This design comes from an exercise in tuning for small area on the open sky130 flow, not from production work. Function was not checked in any run shown here: the RTL went through the layout flow alone. Power figures rest on the tool's default switching activity, not on a simulated workload.

$ cat flow/design.v
package rf_pkg;
  function automatic int rf_aw(input int nregs);
    if (nregs > 1) rf_aw = $clog2(nregs);
    else rf_aw = 1;
  endfunction
  localparam int ZERO_REG = 0;
  localparam int DEF_NREGS = 32;
  typedef logic [DEF_NREGS-1:0] sb_vec_t;
endpackage
module rf_scoreboard
#(
  parameter int NREGS  = 32,
  parameter int NREAD  = 2,
  parameter int BYPASS = 1,
  localparam int AW    = rf_pkg::rf_aw(NREGS)
) (
  input  logic                clk,
  input  logic                rst_n,
  input  logic [NREAD*AW-1:0] rd_addr,
  output logic [NREAD-1:0]    rd_busy,
  input  logic                we,
  input  logic [AW-1:0]       wa,
  input  logic                iss_valid,
  input  logic [AW-1:0]       iss_rd,
  input  logic                flush,
  output logic                iss_ready,
  output logic                busy_any
);
  localparam bit BYP = (BYPASS != 0);
  logic [NREGS-1:1] busy_q;
  logic [NREGS-1:1] wr;
  logic [NREGS-1:1] iss_dec;
  logic [NREGS-1:1] live;    
  for (genvar i = 1; i < NREGS; i++) begin : g_dec
    assign wr[i]      = we & (wa == AW'(i));
    assign iss_dec[i] = (iss_rd == AW'(i));
  end
  assign live = busy_q & ~wr;
  assign iss_ready = ~|(iss_dec & live);
  always_ff @(posedge clk or negedge rst_n) begin
    if (!rst_n) busy_q <= '0;
    else if (flush) busy_q <= '0;
    else busy_q <= live | (iss_dec & {NREGS-1{iss_valid & iss_ready}});
  end
  assign busy_any = |busy_q;
  for (genvar k = 0; k < NREAD; k++) begin : g_rd_busy
    logic [AW-1:0]    addr;
    logic [NREGS-1:1] dec;
    assign addr = rd_addr[k*AW +: AW];
    for (genvar i = 1; i < NREGS; i++) begin : g_dec
      assign dec[i] = (addr == AW'(i));
    end
    assign rd_busy[k] = |(dec & (BYP ? live : busy_q));
  end
endmodule
module rf_ao22 (
  input  logic a1, a2, b1, b2,
  output logic x
);
  assign x = (a1 & a2) | (b1 & b2);
endmodule
module rf_aoi222 (
  input  logic a1, a2, b1, b2, c1, c2,
  output logic y
);
  assign y = ~((a1 & a2) | (b1 & b2) | (c1 & c2));
endmodule
module rf_aoi22 (
  input  logic a1, a2, b1, b2,
  output logic y
);
  assign y = ~((a1 & a2) | (b1 & b2));
endmodule
module rf_nand4 (
  input  logic a, b, c, d,
  output logic y
);
  assign y = ~(a & b & c & d);
endmodule
module rf_nand3 (
  input  logic a, b, c,
  output logic y
);
  assign y = ~(a & b & c);
endmodule
module rf_or3 (
  input  logic a, b, c,
  output logic x
);
  assign x = a | b | c;
endmodule
module rf_andor32 (
  input  logic [31:0] s,
  input  logic [31:0] d,
  output logic        y
);
  logic [10:0] n;
  logic [2:0]  p;
  for (genvar j = 0; j < 10; j++) begin : g_aoi
    rf_aoi222 u_aoi (
      .a1(s[3*j]),   .a2(d[3*j]),
      .b1(s[3*j+1]), .b2(d[3*j+1]),
      .c1(s[3*j+2]), .c2(d[3*j+2]),
      .y(n[j])
    );
  end
  rf_aoi22 u_aoi_last (.a1(s[30]), .a2(d[30]), .b1(s[31]), .b2(d[31]), .y(n[10]));
  rf_nand4 u_n0 (.a(n[0]), .b(n[1]), .c(n[2]),  .d(n[3]), .y(p[0]));
  rf_nand4 u_n1 (.a(n[4]), .b(n[5]), .c(n[6]),  .d(n[7]), .y(p[1]));
  rf_nand3 u_n2 (.a(n[8]), .b(n[9]), .c(n[10]),           .y(p[2]));
  rf_or3   u_or (.a(p[0]), .b(p[1]), .c(p[2]), .x(y));
endmodule
module scoreboard_reg_file
#(
  parameter int XLEN   = 32,
  parameter int NREGS  = 32,
  parameter int NREAD  = 2,
  parameter int BYPASS = 1,
  localparam int AW    = rf_pkg::rf_aw(NREGS)
) (
  input  logic                  clk,
  input  logic                  rst_n,
  input  logic [NREAD*AW-1:0]   rd_addr,
  output logic [NREAD*XLEN-1:0] rd_data,
  output logic [NREAD-1:0]      rd_busy,
  input  logic                  we,
  input  logic [AW-1:0]         wa,
  input  logic [XLEN-1:0]       wd,
  input  logic                  iss_valid,
  input  logic [AW-1:0]         iss_rd,
  output logic                  iss_ready,
  input  logic                  flush,
  output logic                  busy_any
);
  localparam bit BYP = (BYPASS != 0);
  logic [31:1] wr;
  logic [31:1] wr_n;
  for (genvar i = 1; i < 32; i++) begin : g_wr
    assign wr[i]   = we & (wa == AW'(i));
    assign wr_n[i] = ~wr[i];
  end
  logic [31:1][XLEN-1:0] regs_q;
  logic [31:1][XLEN-1:0] regs_d;
  for (genvar i = 1; i < 32; i++) begin : g_reg
    for (genvar b = 0; b < XLEN; b++) begin : g_bit
      rf_ao22 u_hold (
        .a1(wr[i]), .a2(wd[b]), .b1(wr_n[i]), .b2(regs_q[i][b]), .x(regs_d[i][b])
      );
    end
    always_ff @(posedge clk) begin
      regs_q[i] <= regs_d[i];
    end
  end
  logic [31:1] vld_q;
  always_ff @(posedge clk or negedge rst_n) begin
    if (!rst_n) vld_q <= '0;
    else        vld_q <= vld_q | wr;
  end
  logic [31:1] rd_ok;
  assign rd_ok = vld_q & (BYP ? wr_n : '1);
  for (genvar k = 0; k < NREAD; k++) begin : g_rd
    logic [AW-1:0] addr;
    logic [31:0]   sel;
    assign addr = rd_addr[k*AW +: AW];
    for (genvar i = 1; i < 32; i++) begin : g_sel
      assign sel[i-1] = (addr == AW'(i)) & rd_ok[i];
    end
    assign sel[31] = BYP & rst_n & we & (wa == addr) & (addr != '0);
    for (genvar b = 0; b < XLEN; b++) begin : g_bit
      logic [31:0] d;
      for (genvar i = 1; i < 32; i++) begin : g_d
        assign d[i-1] = regs_q[i][b];
      end
      assign d[31] = wd[b];
      rf_andor32 u_mux (.s(sel), .d(d), .y(rd_data[k*XLEN + b]));
    end
  end
  rf_scoreboard #(
    .NREGS  (NREGS),
    .NREAD  (NREAD),
    .BYPASS (BYPASS)
  ) u_scoreboard (
    .clk       (clk),
    .rst_n     (rst_n),
    .rd_addr   (rd_addr),
    .rd_busy   (rd_busy),
    .we        (we),
    .wa        (wa),
    .iss_valid (iss_valid),
    .iss_rd    (iss_rd),
    .flush     (flush),
    .iss_ready (iss_ready),
    .busy_any  (busy_any)
  );
endmodule
$ cat flow/run.sh
#!/bin/bash
# synth_recipe.tcl (not shown) runs the flow's synth.tcl, then flattens the netlist and writes it again
# the make line also repeats each setting of config.mk as NAME=value (left out here)
make -C /OpenROAD-flow-scripts/flow DESIGN_CONFIG=/design/flow/config.mk WORK_HOME=/design/flow/orfs CLKGATE_MAP_FILE= SYNTH_SCRIPT=/design/flow/synth_recipe.tcl finish
$ cat flow/config.mk
export PLATFORM = sky130hd
export DESIGN_NAME = scoreboard_reg_file
export DESIGN_NICKNAME = scoreboard_reg_file
export VERILOG_FILES = /design/flow/design.v
export SDC_FILE = /design/flow/constraint.sdc
export NUM_CORES = 4
export LEC_CHECK = 0
export CAP_MARGIN = 20
export CORE_MARGIN = 2
export CORE_UTILIZATION = 40
export SLEW_MARGIN = 20
export SYNTH_HIERARCHICAL = 1
$ cat flow/constraint.sdc
create_clock -name core_clock -period 7.0 [get_ports {clk}]
set_input_delay 1.4000 -clock core_clock [delete_from_list [all_inputs] [get_ports {clk}]]
set_output_delay 1.4000 -clock core_clock [all_outputs]
set_load 0.01 [all_outputs]
==> results_dict.tcl, run 1 <==
set metrics [dict create \
    status "complete, no violations" \
    via_count 42841 \
    synthCells 3596 \
    rows 119 \
    dr.pass1.iters 14 \
    grt_max_degree 63 \
    p_leak_uw 0.0203 \
    area_delta_synth_final_pct 22.6 \
    core-area_mm2 0.105 \
    synth_edf_count 0 \
    arrival_ns 5.51 \
    hold_end "vld_q[24]" \
    min_path_cells 1 \
    cp-start-kind "primary input" \
    postSynthAreaPerCell_um2 11.7 \
    drive_gt1_share_pct 15.2 \
    synth_most_common_cell "a22o_1" \
    initial_core_util_pct 40.2 \
    crit_slowest_cell "nor3_2" \
    maxSlewHeadroom_pct 18.5 \
    gp_congestion 0.938 \
    antenna_found_initial 6 \
    synth_cell_types 64 \
    p_seq_share_pct 49.2 \
    port_buffers 124 \
    htreeDepth 3 \
    reg2reg_from "u_scoreboard.busy_q[11]" \
    clock_tree.root_cell "clkbuf_16" \
    numCtsBuffers 112 \
    intPower_uw 11900 \
    fin_ws_ns 0.0938 \
    dieArea_mm2 0.108 \
    dr.first_iter.drc_count 10337 \
    synth_commonest_cells "993 x a22o_1, 992 x dfxtp_1, 640 x a222oi_1" \
    finalMaxSlewViolations 0 \
    synth_nets 3653 \
    worst-path-buf-inv 3 \
    p_clk_share_pct 38.2 \
    clk_latency_ns 0.69 \
    finalCritPeriodShare_pct 98.7 \
    clkTransAtPathRegs_ns 0.06 \
    yosys.area.top_type_share_pct 47.0 \
    timing.rr.end "u_scoreboard.busy_q[12]" \
    post_cts_resized 0 \
    final_antenna_net_count 0 \
    yosys.area.top_type "dfxtp_1" \
    finalSetupTns_ns 0 \
    ys_warn_count 8 \
    ctsHoldBuffers 0 \
    end_kind "primary output" \
    rsz0062_at_grt "false" \
    finClkSkew_ns 0.00580 \
    drc_errors 0 \
    die_x_um 329 \
    die_y_um 329 \
    switchingPower_uw 4530 \
    cp_num_cells 9 \
    p_sw_share_pct 27.5 \
    combPwrFrac_pct 12.6 \
    ir_worst_vdd_v 0.000214 \
    pin_count 125 \
    synth_async_sr_flop_share_pct 5.88 \
    max-cap-violations 0 \
    synth_area_leaders "dfxtp_1 47%, a22o_1 21%, a222oi_1 15%, dfrtp_1 3.7%, nand4_1 2.1%" \
    synth_area_mm2 0.0422 \
    cts_buffer_depth 3 \
    finalNetCount 4090 \
    critPathRequiredTime_ns 5.60 \
    grt_overflow 0 \
    hold_class "reg -> reg" \
    crit_family "simple AND/OR/NAND/NOR gates" \
    wirelength_um 201000 \
    finalSetupViolations 0 \
    power.density_mw_per_mm2 318 \
    ys.flop_type "dfxtp_1" \
    tightest_slew_ns 1.22 \
    final.min_clock_period_ns 6.91 \
    dp_hpwl_um 120000 \
    cts_tree "yes" \
    reg2reg_slack_ns 5.09 \
    crit_fanout 15 \
    ys_seq_elements 1054 \
    grt_pass1_wl_um 283000 \
    crit_top_cell "clkdlybuf4s50_1" \
    clock-sinks 1054 \
    viasPerCell 7.76 \
    grt_pass1_vias 39792 \
    crit_chain "clkdlybuf4s50_1 -> nand4b_1 -> o21ai_0 -> nor3_2 -> buf_4 -> a222oi_1 -> nand4_1 -> or3_1 -> clkdlybuf4s50_1" \
    crit_type "in -> out" \
    fmax_mhz 145 \
    stdcell_count 5520 \
    ys_seq_area_share_pct 50.7 \
    track_usage_pct 35.2 \
    hold_viol 0 \
    dp.cells 5308 \
    preCtsSetupSlack_ns 0.323 \
    hp-start "vld_q[24]" \
    drt-wirelength-per-cell_um 36.3 \
    post_cts_buffers 0 \
    rr_worst_depth 5 \
    critical_path.max_stage_delay_ns 1.02 \
]
Yosys stat by module (local to each module, per instance), excerpt:
module / cells / times used / flip-flops and latches
rf_ao22: 1 / 992 / 0
rf_aoi222: 1 / 640 / 0
rf_nand3: 1 / 64 / 0
rf_or3: 1 / 64 / 0
rf_aoi22: 1 / 64 / 0
scoreboard_reg_file: 1299 / 1 / 1023
rf_nand4: 1 / 128 / 0
cells in the final DEF, fill, tap and decap left out, drive strengths merged, types with 4 or more instances in the layout:
cell type | Yosys | routed
a22o | 993 | 993
dfxtp | 992 | 992
a222oi | 640 | 640
buf | 15 | 245
clkbuf | 29 | 170
nand4 | 140 | 140
clkdlybuf4s50 | 0 | 122
nand3 | 80 | 80
or3 | 74 | 74
nor3 | 73 | 73
o21ai | 68 | 68
a22oi | 66 | 66
dfrtp | 62 | 62
nand2 | 52 | 52
inv | 36 | 41
nand2b | 36 | 36
nor2 | 35 | 35
a21oi | 25 | 25
clkinv | 0 | 23
or2 | 22 | 22
nor4 | 20 | 20
o22ai | 16 | 16
nand3b | 10 | 10
bufinv | 0 | 8
and2 | 7 | 7
o2111ai | 7 | 7
nand4b | 6 | 6
nor2b | 6 | 6
nand4bb | 6 | 6
xnor2 | 6 | 6
o2bb2ai | 6 | 6
or4 | 5 | 5
o21a | 5 | 5
mux2 | 5 | 5
or3b | 4 | 4
and3b | 4 | 4
area by class of cell:
class / count / area, um2
Tap cell: 1391 / 1740
Clock inverter: 37 / 513
Antenna cell: 3 / 7.51
Multi-Input combinational cell: 2462 / 21000
Inverter: 36 / 135
Clock buffer: 170 / 3410
Sequential cell: 1054 / 21400
Timing Repair Buffer: 367 / 3540
Fill cell: 9402 / 53200
cell families (layout without fill, tap and decap cells):
kind of cell    after synthesis  after routing  share of synthesized area (%)
compound gates             1855           1855                           40.1
flops                      1054           1054                           50.7
simple gates                592            592                           8.11
buf+inv                      80            610                          0.750
xor+xnor                      8              8                          0.166
mux                           7              7                          0.181
other cells                   0              3                              0
routing by layer:
| layer | vias to the layer above | GRT usage (%) | wire [um] |
|---|---|---|---|
| li1 | 17340 | - | - |
| met1 | 20925 | 48.8 | 77500 |
| met2 | 3925 | 49.3 | 81100 |
| met3 | 649 | 8.67 | 28500 |
| met4 | 2 | 20.7 | 13400 |
| met5 | - | 0 | 13 |
state kept, by name, summed over array words and instances (netlist names):
signal and count:
u_scoreboard.busy_q 31, regs_q 992, vld_q 31
how the worst max path moves through the flow:
stage	startpoint	endpoint	slack (ns)
after floorplan	wa[3]	rd_data[32]	0.07
after global placement	wa[1]	rd_data[38]	0.33
after detailed placement	wa[1]	rd_data[38]	0.32
after CTS	wa[1]	rd_data[38]	0.32
after global routing	wa[1]	rd_data[38]	0.05
final	wa[1]	rd_data[38]	0.09
power by group through the flow:
stage,Combinational (uW),Clock [uW],Sequential (uW)
floorplan,1240,0,7930
CTS,2020,6310,8050
global placement,1970,0,8130
detailed placement,2020,0,8150
finish,2070,6290,8100
global route,2190,6550,8220
per-stage QoR:
| stage | cell area (um2) | hold slack [ns] | total power [uW] | util (%) |
|---|---|---|---|---|
| detailed placement | 47800 | 0.445 | 10200 | 45.5 |
| CTS | 51700 | 0.462 | 16400 | 49.2 |
| finish | 51800 | 0.460 | 16500 | 49.3 |
| floorplan | 42200 | 0.426 | 9170 | - |
| global placement | 47800 | 0.444 | 10100 | 45.5 |
| global route | 51700 | 0.473 | 17000 | 49.3 |
==> inputs of run 2 (changes only) <==
==> flow/design.v (replaced) <==
package rf_pkg;
  function automatic int rf_aw(input int nregs);
    if (nregs > 1) rf_aw = $clog2(nregs);
    else rf_aw = 1;
  endfunction
  localparam int ZERO_REG = 0;
  localparam int DEF_NREGS = 32;
  typedef logic [DEF_NREGS-1:0] sb_vec_t;
endpackage
module rf_scoreboard
#(
  parameter int NREGS  = 32,
  parameter int NREAD  = 2,
  parameter int BYPASS = 1,
  localparam int AW    = rf_pkg::rf_aw(NREGS)
) (
  input  logic                clk,
  input  logic                rst_n,
  input  logic [NREAD*AW-1:0] rd_addr,
  output logic [NREAD-1:0]    rd_busy,
  input  logic                we,
  input  logic [AW-1:0]       wa,
  input  logic                iss_valid,
  input  logic [AW-1:0]       iss_rd,
  input  logic                flush,
  output logic                iss_ready,
  output logic                busy_any
);
  localparam bit BYP = (BYPASS != 0);
  typedef logic [NREGS-1:0] busy_vec_t;
  busy_vec_t busy_q;
  busy_vec_t busy_d;
  always_comb begin
    iss_ready = ~busy_q[iss_rd] | (we & (wa == iss_rd));
  end
  always_comb begin
    busy_d = busy_q;
    if (flush) begin
      busy_d = '0;
    end else begin
      if (we) begin
        busy_d[wa] = 1'b0;
      end
      if (iss_valid && iss_ready && (iss_rd != AW'(rf_pkg::ZERO_REG))) begin
        busy_d[iss_rd] = 1'b1;
      end
    end
    busy_d[rf_pkg::ZERO_REG] = 1'b0;
  end
  always_ff @(posedge clk or negedge rst_n) begin
    if (!rst_n) begin
      busy_q <= '0;
    end else begin
      busy_q <= busy_d;
    end
  end
  always_comb begin
    busy_any = |busy_q;
  end
  for (genvar k = 0; k < NREAD; k++) begin : g_rd_busy
    logic [AW-1:0] addr;
    logic          hit;
    assign addr       = rd_addr[k*AW +: AW];
    assign hit        = BYP & we & (wa == addr);
    assign rd_busy[k] = busy_q[addr] & ~hit;
  end
endmodule
module scoreboard_reg_file
#(
  parameter int XLEN   = 32,
  parameter int NREGS  = 32,
  parameter int NREAD  = 2,
  parameter int BYPASS = 1,
  localparam int AW    = rf_pkg::rf_aw(NREGS)
) (
  input  logic                  clk,
  input  logic                  rst_n,
  input  logic [NREAD*AW-1:0]   rd_addr,
  output logic [NREAD*XLEN-1:0] rd_data,
  output logic [NREAD-1:0]      rd_busy,
  input  logic                  we,
  input  logic [AW-1:0]         wa,
  input  logic [XLEN-1:0]       wd,
  input  logic                  iss_valid,
  input  logic [AW-1:0]         iss_rd,
  output logic                  iss_ready,
  input  logic                  flush,
  output logic                  busy_any
);
  localparam bit BYP = (BYPASS != 0);
  logic [NREGS-1:0][XLEN-1:0] regs_q;
  logic [NREGS-1:0][XLEN-1:0] regs_d;
  always_comb begin
    regs_d = regs_q;
    if (we && (wa != AW'(rf_pkg::ZERO_REG))) begin
      regs_d[wa] = wd;
    end
    regs_d[rf_pkg::ZERO_REG] = '0;
  end
  always_ff @(posedge clk or negedge rst_n) begin
    if (!rst_n) begin
      regs_q <= '0;
    end else begin
      regs_q <= regs_d;
    end
  end
  for (genvar k = 0; k < NREAD; k++) begin : g_rd
    logic [AW-1:0]   addr;
    logic [XLEN-1:0] data;
    assign addr = rd_addr[k*AW +: AW];
    always_comb begin
      if (addr == AW'(rf_pkg::ZERO_REG)) begin
        data = '0;
      end else if (BYP && rst_n && we && (wa == addr)) begin
        data = wd;
      end else begin
        data = regs_q[addr];
      end
    end
    assign rd_data[k*XLEN +: XLEN] = data;
  end
  rf_scoreboard #(
    .NREGS  (NREGS),
    .NREAD  (NREAD),
    .BYPASS (BYPASS)
  ) u_scoreboard (
    .clk       (clk),
    .rst_n     (rst_n),
    .rd_addr   (rd_addr),
    .rd_busy   (rd_busy),
    .we        (we),
    .wa        (wa),
    .iss_valid (iss_valid),
    .iss_rd    (iss_rd),
    .flush     (flush),
    .iss_ready (iss_ready),
    .busy_any  (busy_any)
  );
endmodule
--- a/flow/config.mk
+++ b/flow/config.mk
@@ -9,4 +9,3 @@
 export CORE_MARGIN = 2
 export CORE_UTILIZATION = 40
 export SLEW_MARGIN = 20
-export SYNTH_HIERARCHICAL = 1
==> results_dict.tcl, run 2 <==
set metrics [dict create \
    critical_path.max_stage_delay_ns 0.91 \
    synth_compound_area_share_pct 4.49 \
    fillerInstances 12525 \
    synth_area_mm2 0.0565 \
    synth_cell_types 54 \
    clock-sinks 1023 \
    largest_register "regs_q" \
    yosys.area.top_type "dfrtp_1" \
    finClkSkew_ns 0.00896 \
    finalMaxSlewViolations 0 \
    synth_nets 3921 \
    crit_family "buffers and inverters" \
    die_y_um 380 \
    final.min_clock_period_ns 6.58 \
    arrival_ns 5.18 \
    ir_worst_vdd_v 0.000227 \
    hold_viol 0 \
    yosys.area.top_type_share_pct 45.3 \
    largest_register_ffs 992 \
    hold_class "reg -> reg" \
    clkTransAtPathRegs_ns 0.06 \
    power_uw 19600 \
    ys.flop_type "dfrtp_1" \
    rsz0062_at_grt "false" \
    status "complete, no violations" \
    pin_count 125 \
    grt_pass1_wl_um 262000 \
    multi_input_area_mm2 0.0293 \
    crit_fanout 49 \
    clock_tree.root_cell "clkbuf_16" \
    crit_chain "buf_8 -> buf_12 -> buf_4 -> mux4_2 -> nor3b_1 -> a2111oi_1 -> buf_4 -> nor4_1 -> nor3_1 -> clkdlybuf4s50_1" \
    synth_commonest_cells "1,128 x mux2_2, 1,023 x dfrtp_1, 472 x mux4_2" \
    worst-path-buf-inv 5 \
    finalNetCount 3896 \
    gp_congestion 0.805 \
    final_cell_mix "1,128 x mux2_2, 1,023 x dfrtp_1, 472 x mux4_2" \
    grt_max_degree 171 \
    track_usage_pct 24.2 \
    ys_seq_area_share_pct 45.3 \
    crit_type "in -> out" \
    synth_async_sr_flop_share_pct 100 \
    cts_buffer_depth 3 \
    power.density_mw_per_mm2 307 \
    finalCritPeriodShare_pct 94.0 \
    max-cap-violations 0 \
    port_buffers 124 \
    htreeDepth 3 \
    finalSetupViolations 0 \
    synth.mux.area_fraction_pct 43.9 \
    synth_top_family_by_area "multiplexers" \
    drive_gt1_share_pct 50.9 \
    synth_area_leaders "dfrtp_1 45%, mux2_2 23%, mux4_2 19%, mux2_1 1.7%, clkbuf_1 1.6%" \
    crit_top_cell "buf_4" \
    dieArea_mm2 0.144 \
    synth_edf_count 0 \
    synthCells 3858 \
    viasPerCell 6.26 \
    initial_core_util_pct 40.4 \
    dr.first_iter.drc_count 3025 \
    dp_hpwl_um 102000 \
    post_cts_buffers 0 \
    core-area_mm2 0.140 \
    cts_tree "yes" \
    drc_errors 0 \
    reg.largest.list "regs_q: 992 flops, u_scoreboard.busy_q: 31 flops" \
    numCtsBuffers 114 \
    cp-start-kind "primary input" \
    postSynthAreaPerCell_um2 14.6 \
    die_x_um 380 \
    via_count 36332 \
    tightest_slew_ns 1.08 \
    end_kind "primary output" \
    ys_warn_count 2 \
    grt_pass1_vias 37737 \
    final_antenna_net_count 0 \
    dpl_cell_area_mm2 0.0600 \
    critPathRequiredTime_ns 5.60 \
    dr.pass1.iters 5 \
    finalSetupTns_ns 0 \
    synthAdderAreaFrac_pct 0.133 \
    drt-wirelength-per-cell_um 30.3 \
    grt_overflow 0 \
    regArea_mm2 0.0256 \
    antenna_found_initial 5 \
    final_common_cell "mux2_2" \
    post_cts_resized 0 \
    ctsHoldBuffers 0 \
    crit_slowest_cell "nor4_1" \
    post-route-util_pct 45.6 \
    synth_most_common_cell "mux2_2" \
    maxSlewHeadroom_pct 27.3 \
    wirelength_um 176000 \
    clk_latency_ns 0.75 \
    synth-simple-area-share_pct 2.73 \
    synth_xor_area_share_pct 0.295 \
    ys_seq_elements 1023 \
    fmax_mhz 152 \
    rows 137 \
    area_delta_synth_final_pct 13.0 \
    p_leak_uw 0.0276 \
    final_cell_area_mm2 0.0638 \
]
run 2: cell types whose count changed in the layout (fill, tap and decap cells not counted), moves of 77 or more:
| cell | delta |
|---|---|
| buf_4 | -79 |
| dfrtp_1 | +961 |
| mux2_2 | +1123 |
| dfxtp_1 | -992 |
| nand4_1 | -138 |
| nand3_1 | -77 |
| a22o_1 | -928 |
| mux2_1 | +85 |
| mux4_2 | +472 |
| a222oi_1 | -640 |
run 2: per-layer routing:
layer  wire length (um)  track usage (%)  up-vias
met5                 11                0        -
met2              82200             38.0     1190
met4               5090             7.42        2
li1                   -                -    14985
met1              78900             34.6    19858
met3               9520             3.83      297
run 2: metrics by stage:
step / hold WS (ns) / setup WS (ns) / instances
3_3_place_gp: 0.488 / 0.513 / 5593
5_1_grt: 0.525 / 0.351 / 5799
3_5_place_dp: 0.499 / 0.522 / 5593
4_1_cts: 0.512 / 0.502 / 5799
6_report: 0.509 / 0.422 / 5801
2_1_floorplan: 0.470 / 2.08 / 3858
run 2: path summary, 6_finish.rpt:
path,depth (start not counted),startpoint,slack (ns),end
min,1,regs_q[570],0.51,regs_q[570]
max reg2reg,6,u_scoreboard.busy_q[5],4.80,u_scoreboard.busy_q[28]
min reg2reg,1,regs_q[570],0.51,regs_q[570]
max,10,rd_addr[5],0.42,rd_data[62]
max in group asynchronous,4,rst_n,3.43,regs_q[653]
min in group asynchronous,1,rst_n,0.55,u_scoreboard.busy_q[2]
run 2: cell families after synthesis:
| kind of cell | count (synthesis) |
|---|---|
| DFF | 1023 |
| muxes | 1732 |
| xor gates and xnor gates | 19 |
| adders and majority gates | 6 |
| and+or+nand+nor | 315 |
| buffers and inverters | 427 |
| AOI/OAI and AO/OA | 336 |
run 2: worst register-to-register path, stage by stage, from the launching register on:
cell	delay, ns
dfrtp_1	0.43
mux2_2	0.31
or3_1	0.30
a311o_1	0.35
o2111a_1	0.16
buf_4	0.25
o31ai_1	0.29
run 2: final cells by class:
cell class | count | area share [%]
clock inverters | 34 | 0.594
inverters | 11 | 0.0647
repair buffers | 275 | 4.25
well taps | 1876 | 3.68
multi-input cells | 2408 | 45.9
flip-flops and latches | 1023 | 40.1
diodes | 2 | 0.00785
clock buffers | 172 | 5.38
run 2: report_power, final:
group / leakage [uW] / switching [uW] / internal (uW)
clock: 0.00188 / 2570 / 3590
sequential: 0.0132 / 1100 / 7480
combinational: 0.0125 / 1780 / 3050

## separate check: timing with driven ports
No port has a modelled driver above. Below, the same layouts with a new extraction and two added sets of constraints.
Step 1 sets driving cells, clkbuf_16 on the clock port and buf_2 on the other inputs (assumed; they add their load-dependent delay and slew).
Step 2, shift: input delay + t, output delay - t, t = (earliest + latest rising clock arrival at the registers) / 2. This alone moves slack from input paths to output paths.
Three values: ideal ports, drivers, drivers and shift; two values: the first two.
run | t, ns | setup slack, ns | worst data-port slew with drivers (ns)
run 1 | 0.786 | 0.094 / 0.071 / 0.071 | 0.10
run 2 | 0.821 | 0.422 / 0.364 / 0.364 | 0.14
After both steps every run listed still meets setup and hold. For run 2, which loses most, drivers alone change the setup slack by -0.058 ns; drivers and shift together by -0.058 ns.
